From an optimization exercise on the open Yosys and OpenROAD flow, aimed at small area and a short achievable clock period; shortcuts taken in it are not production practice. At most, simulation tests tie the RTL to the original design; equivalence was not proved. Power is estimated from default activity; no workload was simulated.

==> module risc24_mem_responder, before the edit <==
module risc24_mem_responder #(
    parameter int DEPTH_LOG2 = 8,
    parameter int LATENCY    = 2
) (
    input  logic        i_clk,
    input  logic        i_reset,
    input  logic        i_req_valid,
    input  logic        i_req_write,
    input  logic [15:0] i_req_addr,
    input  logic [15:0] i_req_wdata,
    output logic        o_req_ready,
    output logic        o_resp_valid,
    input  logic        i_resp_ready,
    output logic [15:0] o_resp_rdata,
    output logic        o_resp_err
);
    localparam int NRING = 64;
    logic [NRING-1:0][15:0] r_p0, r_p1, r_p2, r_p3;
    logic [2:0]  r_rot;
    logic [15:0] r_wdata;
    logic [7:0]  r_hi, r_wlo;
    logic [7:0]  r_nhi, r_nwlo;
    logic [3:0]  r_wsh;
    logic        r_nwc;
    logic [7:0]  r_sel_lo0;
    logic [7:0]  r_sel_lo2;
    logic        r_hold;
    logic        r_inv_now;
    logic        r_rd;
    logic        r_cap_w1;
    logic        r_tap;
    logic        r_rinv;
    logic        r_req_ready;
    logic        r_w1;
    logic        r_w2;
    logic        r_resp_valid;
    logic [15:0] r_rdata;
    logic        w_accept;
    logic [2:0]  w_nrot;
    logic [2:0]  w_npos;
    logic [2:0]  w_cpos;
    logic [1:0]  w_wk;
    logic [2:0]  w_wpos;
    logic        w_tap_n;
    logic [7:0]  w_hi, w_lo;
    logic [3:0]  w_wsh_n;
    logic [NRING-1:0] w_we, w_keep;
    logic [15:0] w_tap_data;
    assign w_accept = r_req_ready && i_req_valid && !i_reset;
    assign w_nrot  = r_rot + 3'd1;
    assign w_npos  = {1'b0, i_req_addr[1:0]} + w_nrot;
    assign w_cpos  = w_npos + {2'b00, w_npos[0]};
    assign w_tap_n = w_cpos[1];
    assign w_hi    = 8'h01 << i_req_addr[7:5];
    assign w_lo    = 8'h01 << i_req_addr[4:2];
    assign w_wk    = 2'd3 - w_npos[1:0];
    assign w_wpos  = w_npos + {1'b0, w_wk} + 3'd1;
    assign w_wsh_n = i_req_write ? (4'h1 << w_wk) : 4'h0;
    always_comb begin
        for (int r = 0; r < NRING; r++) begin
            w_we[r]   = r_wsh[0] && r_hi[r/8] && r_wlo[r%8];
            w_keep[r] = r_nwc || r_nhi[r/8] || r_nwlo[r%8];
        end
    end
    always_ff @(posedge i_clk) begin
        r_rot <= w_nrot;
        for (int r = 0; r < NRING; r++) begin
            r_p0[r] <= ~(({16{w_we[r]}} & r_wdata) | ({16{w_keep[r]}} & r_p3[r]));
            r_p1[r] <= r_p0[r];
            r_p2[r] <= r_p1[r];
            r_p3[r] <= r_p2[r];
        end
    end
    always_ff @(posedge i_clk) begin
        if (w_accept) begin
            r_wdata   <= ~(i_req_wdata ^ {16{w_wpos[2]}});
            r_hi      <= w_hi;
            r_nhi     <= ~w_hi;
            r_wlo     <= w_lo;
            r_nwlo    <= ~w_lo;
            r_wsh     <= w_wsh_n;
            r_nwc     <= !w_wsh_n[0];
            r_rd      <= !i_req_write;
            r_cap_w1  <= !w_npos[0];
            r_tap     <= w_tap_n;
            r_rinv    <= w_cpos[2];
        end else begin
            r_wsh     <= {1'b0, r_wsh[3:1]};
            r_nwc     <= !r_wsh[1];
        end
    end
    always_ff @(posedge i_clk) begin
        if (w_accept) begin
            r_sel_lo0 <= (!i_req_write && !w_npos[0] && !w_tap_n) ? w_lo : 8'h00;
            r_sel_lo2 <= (!i_req_write && !w_npos[0] &&  w_tap_n) ? w_lo : 8'h00;
            r_hold    <= i_req_write ? 1'b0 : w_npos[0];
            r_inv_now <= !i_req_write && !w_npos[0] && w_cpos[2];
        end else if (r_w1) begin
            r_sel_lo0 <= (r_rd && !r_cap_w1 && !r_tap) ? r_wlo : 8'h00;
            r_sel_lo2 <= (r_rd && !r_cap_w1 &&  r_tap) ? r_wlo : 8'h00;
            r_hold    <= !(r_rd && !r_cap_w1);
            r_inv_now <= r_rd && !r_cap_w1 && r_rinv;
        end else begin
            r_sel_lo0 <= 8'h00;
            r_sel_lo2 <= 8'h00;
            r_hold    <= 1'b1;
            r_inv_now <= 1'b0;
        end
    end
    always_comb begin
        w_tap_data = 16'h0000;
        for (int r = 0; r < NRING; r++) begin
            w_tap_data = w_tap_data | ({16{r_hi[r/8] && r_sel_lo0[r%8]}} & r_p0[r])
                                    | ({16{r_hi[r/8] && r_sel_lo2[r%8]}} & r_p2[r]);
        end
    end
    always_ff @(posedge i_clk) begin
        r_rdata <= (w_tap_data ^ {16{r_inv_now}}) | ({16{r_hold}} & r_rdata);
    end
    always_ff @(posedge i_clk or posedge i_reset) begin
        if (i_reset) begin
            r_req_ready  <= 1'b1;
            r_w1         <= 1'b0;
            r_w2         <= 1'b0;
            r_resp_valid <= 1'b0;
        end else begin
            r_w1 <= w_accept;
            r_w2 <= r_w1;
            if (w_accept) begin
                r_req_ready <= 1'b0;
            end else if (r_resp_valid && i_resp_ready) begin
                r_req_ready <= 1'b1;
            end
            if (r_w2) begin
                r_resp_valid <= 1'b1;
            end else if (i_resp_ready) begin
                r_resp_valid <= 1'b0;
            end
        end
    end
    assign o_req_ready  = r_req_ready;
    assign o_resp_valid = r_resp_valid;
    assign o_resp_rdata = r_rdata;
    assign o_resp_err   = 1'b0;
endmodule
==> flow/config.mk <==
export PLATFORM = sky130hd
export DESIGN_NAME = risc24_mem_responder
export DESIGN_NICKNAME = risc24_mem_responder
export VERILOG_FILES = /design/flow/design.v
export SDC_FILE = /design/flow/constraint.sdc
export NUM_CORES = 4
export LEC_CHECK = 0
export CAP_MARGIN = 20
export CORE_MARGIN = 2
export CORE_UTILIZATION = 40
export CTS_CLUSTER_DIAMETER = 60
export CTS_CLUSTER_SIZE = 25
export SETUP_SLACK_MARGIN = 4.9
export SLEW_MARGIN = 20
==> flow/constraint.sdc <==
create_clock -name core_clock -period 8.0 [get_ports {i_clk}]
set_input_delay 1.6000 -clock core_clock [delete_from_list [all_inputs] [get_ports {i_clk}]]
set_output_delay 1.6000 -clock core_clock [all_outputs]
set_load 0.01 [all_outputs]
run.sh (not shown) runs the stock make flow with config.mk's settings and CLKGATE_MAP_FILE= SYNTH_SCRIPT=/design/flow/synth_recipe.tcl, a recipe that flattens the netlist after the stock synthesis.
The starting point passed the timing, DRC and antenna checks.
==> next run, changes <==
--- a/flow/design.v
+++ b/flow/design.v
@@ -15,47 +15,43 @@
     output logic        o_resp_err
 );
     localparam int NRING = 64;
     logic [NRING-1:0][15:0] r_p0, r_p1, r_p2, r_p3;
-    logic [2:0]  r_rot;
+    logic [1:0]  r_rot;
     logic [15:0] r_wdata;
     logic [7:0]  r_hi, r_wlo;
     logic [7:0]  r_nhi, r_nwlo;
     logic [3:0]  r_wsh;
     logic        r_nwc;
     logic [7:0]  r_sel_lo0;
     logic [7:0]  r_sel_lo2;
     logic        r_hold;
-    logic        r_inv_now;
     logic        r_rd;
     logic        r_cap_w1;
     logic        r_tap;
-    logic        r_rinv;
     logic        r_req_ready;
     logic        r_w1;
     logic        r_w2;
     logic        r_resp_valid;
     logic [15:0] r_rdata;
     logic        w_accept;
-    logic [2:0]  w_nrot;
-    logic [2:0]  w_npos;
-    logic [2:0]  w_cpos;
+    logic [1:0]  w_nrot;
+    logic [1:0]  w_npos;
+    logic [1:0]  w_cpos;
     logic [1:0]  w_wk;
-    logic [2:0]  w_wpos;
     logic        w_tap_n;
     logic [7:0]  w_hi, w_lo;
     logic [3:0]  w_wsh_n;
     logic [NRING-1:0] w_we, w_keep;
     logic [15:0] w_tap_data;
     assign w_accept = r_req_ready && i_req_valid && !i_reset;
-    assign w_nrot  = r_rot + 3'd1;
-    assign w_npos  = {1'b0, i_req_addr[1:0]} + w_nrot;
-    assign w_cpos  = w_npos + {2'b00, w_npos[0]};
+    assign w_nrot  = r_rot + 2'd1;
+    assign w_npos  = i_req_addr[1:0] + w_nrot;
+    assign w_cpos  = w_npos + {1'b0, w_npos[0]};
     assign w_tap_n = w_cpos[1];
     assign w_hi    = 8'h01 << i_req_addr[7:5];
     assign w_lo    = 8'h01 << i_req_addr[4:2];
-    assign w_wk    = 2'd3 - w_npos[1:0];
-    assign w_wpos  = w_npos + {1'b0, w_wk} + 3'd1;
+    assign w_wk    = 2'd3 - w_npos;
     assign w_wsh_n = i_req_write ? (4'h1 << w_wk) : 4'h0;
     always_comb begin
         for (int r = 0; r < NRING; r++) begin
             w_we[r]   = r_wsh[0] && r_hi[r/8] && r_wlo[r%8];
@@ -64,17 +60,17 @@
     end
     always_ff @(posedge i_clk) begin
         r_rot <= w_nrot;
         for (int r = 0; r < NRING; r++) begin
-            r_p0[r] <= ~(({16{w_we[r]}} & r_wdata) | ({16{w_keep[r]}} & r_p3[r]));
+            r_p0[r] <= ({16{w_we[r]}} & r_wdata) | ({16{w_keep[r]}} & r_p3[r]);
             r_p1[r] <= r_p0[r];
             r_p2[r] <= r_p1[r];
             r_p3[r] <= r_p2[r];
         end
     end
     always_ff @(posedge i_clk) begin
         if (w_accept) begin
-            r_wdata   <= ~(i_req_wdata ^ {16{w_wpos[2]}});
+            r_wdata   <= i_req_wdata;
             r_hi      <= w_hi;
             r_nhi     <= ~w_hi;
             r_wlo     <= w_lo;
             r_nwlo    <= ~w_lo;
@@ -82,9 +78,8 @@
             r_nwc     <= !w_wsh_n[0];
             r_rd      <= !i_req_write;
             r_cap_w1  <= !w_npos[0];
             r_tap     <= w_tap_n;
-            r_rinv    <= w_cpos[2];
         end else begin
             r_wsh     <= {1'b0, r_wsh[3:1]};
             r_nwc     <= !r_wsh[1];
         end
@@ -93,19 +88,16 @@
         if (w_accept) begin
             r_sel_lo0 <= (!i_req_write && !w_npos[0] && !w_tap_n) ? w_lo : 8'h00;
             r_sel_lo2 <= (!i_req_write && !w_npos[0] &&  w_tap_n) ? w_lo : 8'h00;
             r_hold    <= i_req_write ? 1'b0 : w_npos[0];
-            r_inv_now <= !i_req_write && !w_npos[0] && w_cpos[2];
         end else if (r_w1) begin
             r_sel_lo0 <= (r_rd && !r_cap_w1 && !r_tap) ? r_wlo : 8'h00;
             r_sel_lo2 <= (r_rd && !r_cap_w1 &&  r_tap) ? r_wlo : 8'h00;
             r_hold    <= !(r_rd && !r_cap_w1);
-            r_inv_now <= r_rd && !r_cap_w1 && r_rinv;
         end else begin
             r_sel_lo0 <= 8'h00;
             r_sel_lo2 <= 8'h00;
             r_hold    <= 1'b1;
-            r_inv_now <= 1'b0;
         end
     end
     always_comb begin
         w_tap_data = 16'h0000;
@@ -114,9 +106,9 @@
                                     | ({16{r_hi[r/8] && r_sel_lo2[r%8]}} & r_p2[r]);
         end
     end
     always_ff @(posedge i_clk) begin
-        r_rdata <= (w_tap_data ^ {16{r_inv_now}}) | ({16{r_hold}} & r_rdata);
+        r_rdata <= w_tap_data | ({16{r_hold}} & r_rdata);
     end
     always_ff @(posedge i_clk or posedge i_reset) begin
         if (i_reset) begin
             r_req_ready  <= 1'b1;
Flip-flop and latch count falls by 3.
Die area rises by 0.57%.
Final area rises by 1.1%.
Wire length rises by 41%.
Synthesized cell count hardly moves.
Global-route usage rises by 9.6 points.
Via count rises by 16%.
Cell count rises by 1.8%.
Utilization stays flat.
Clock-buffer cell count falls by 12.
Clock power barely changes.
No functional check of the RTL was part of the second run of this note.

-- separate check: timing with driven ports --
In the flow no input, the clock included, has a driving cell. The finished layouts below were timed again as built, in two steps. Step 1 assumes that a clkbuf_16 drives the clock port and a buf_2 every other input. Step 2 adds t to the input delays and takes it off the output delays; t is the mean of the earliest and latest rising clock arrival at the registers after step 1. Input paths then give back, and output paths get back, about the clock's delay inside the block. Slacks: ideal / step 1 / step 2; pairs: ideal / step 1.
run | t (ns) | setup WS [ns] | latest minus earliest clock arrival (ns)
the first run | 0.963 | 4.794 / 4.766 / 4.094 | 0.084 / 0.084
the second run | 0.974 | 4.691 / 4.691 / 4.145 | 0.072 / 0.072
After both steps setup and hold are still met in every run listed. The setup slack of the first run, which loses most, moves by -0.028 ns with the drivers and by -0.700 ns with both steps.
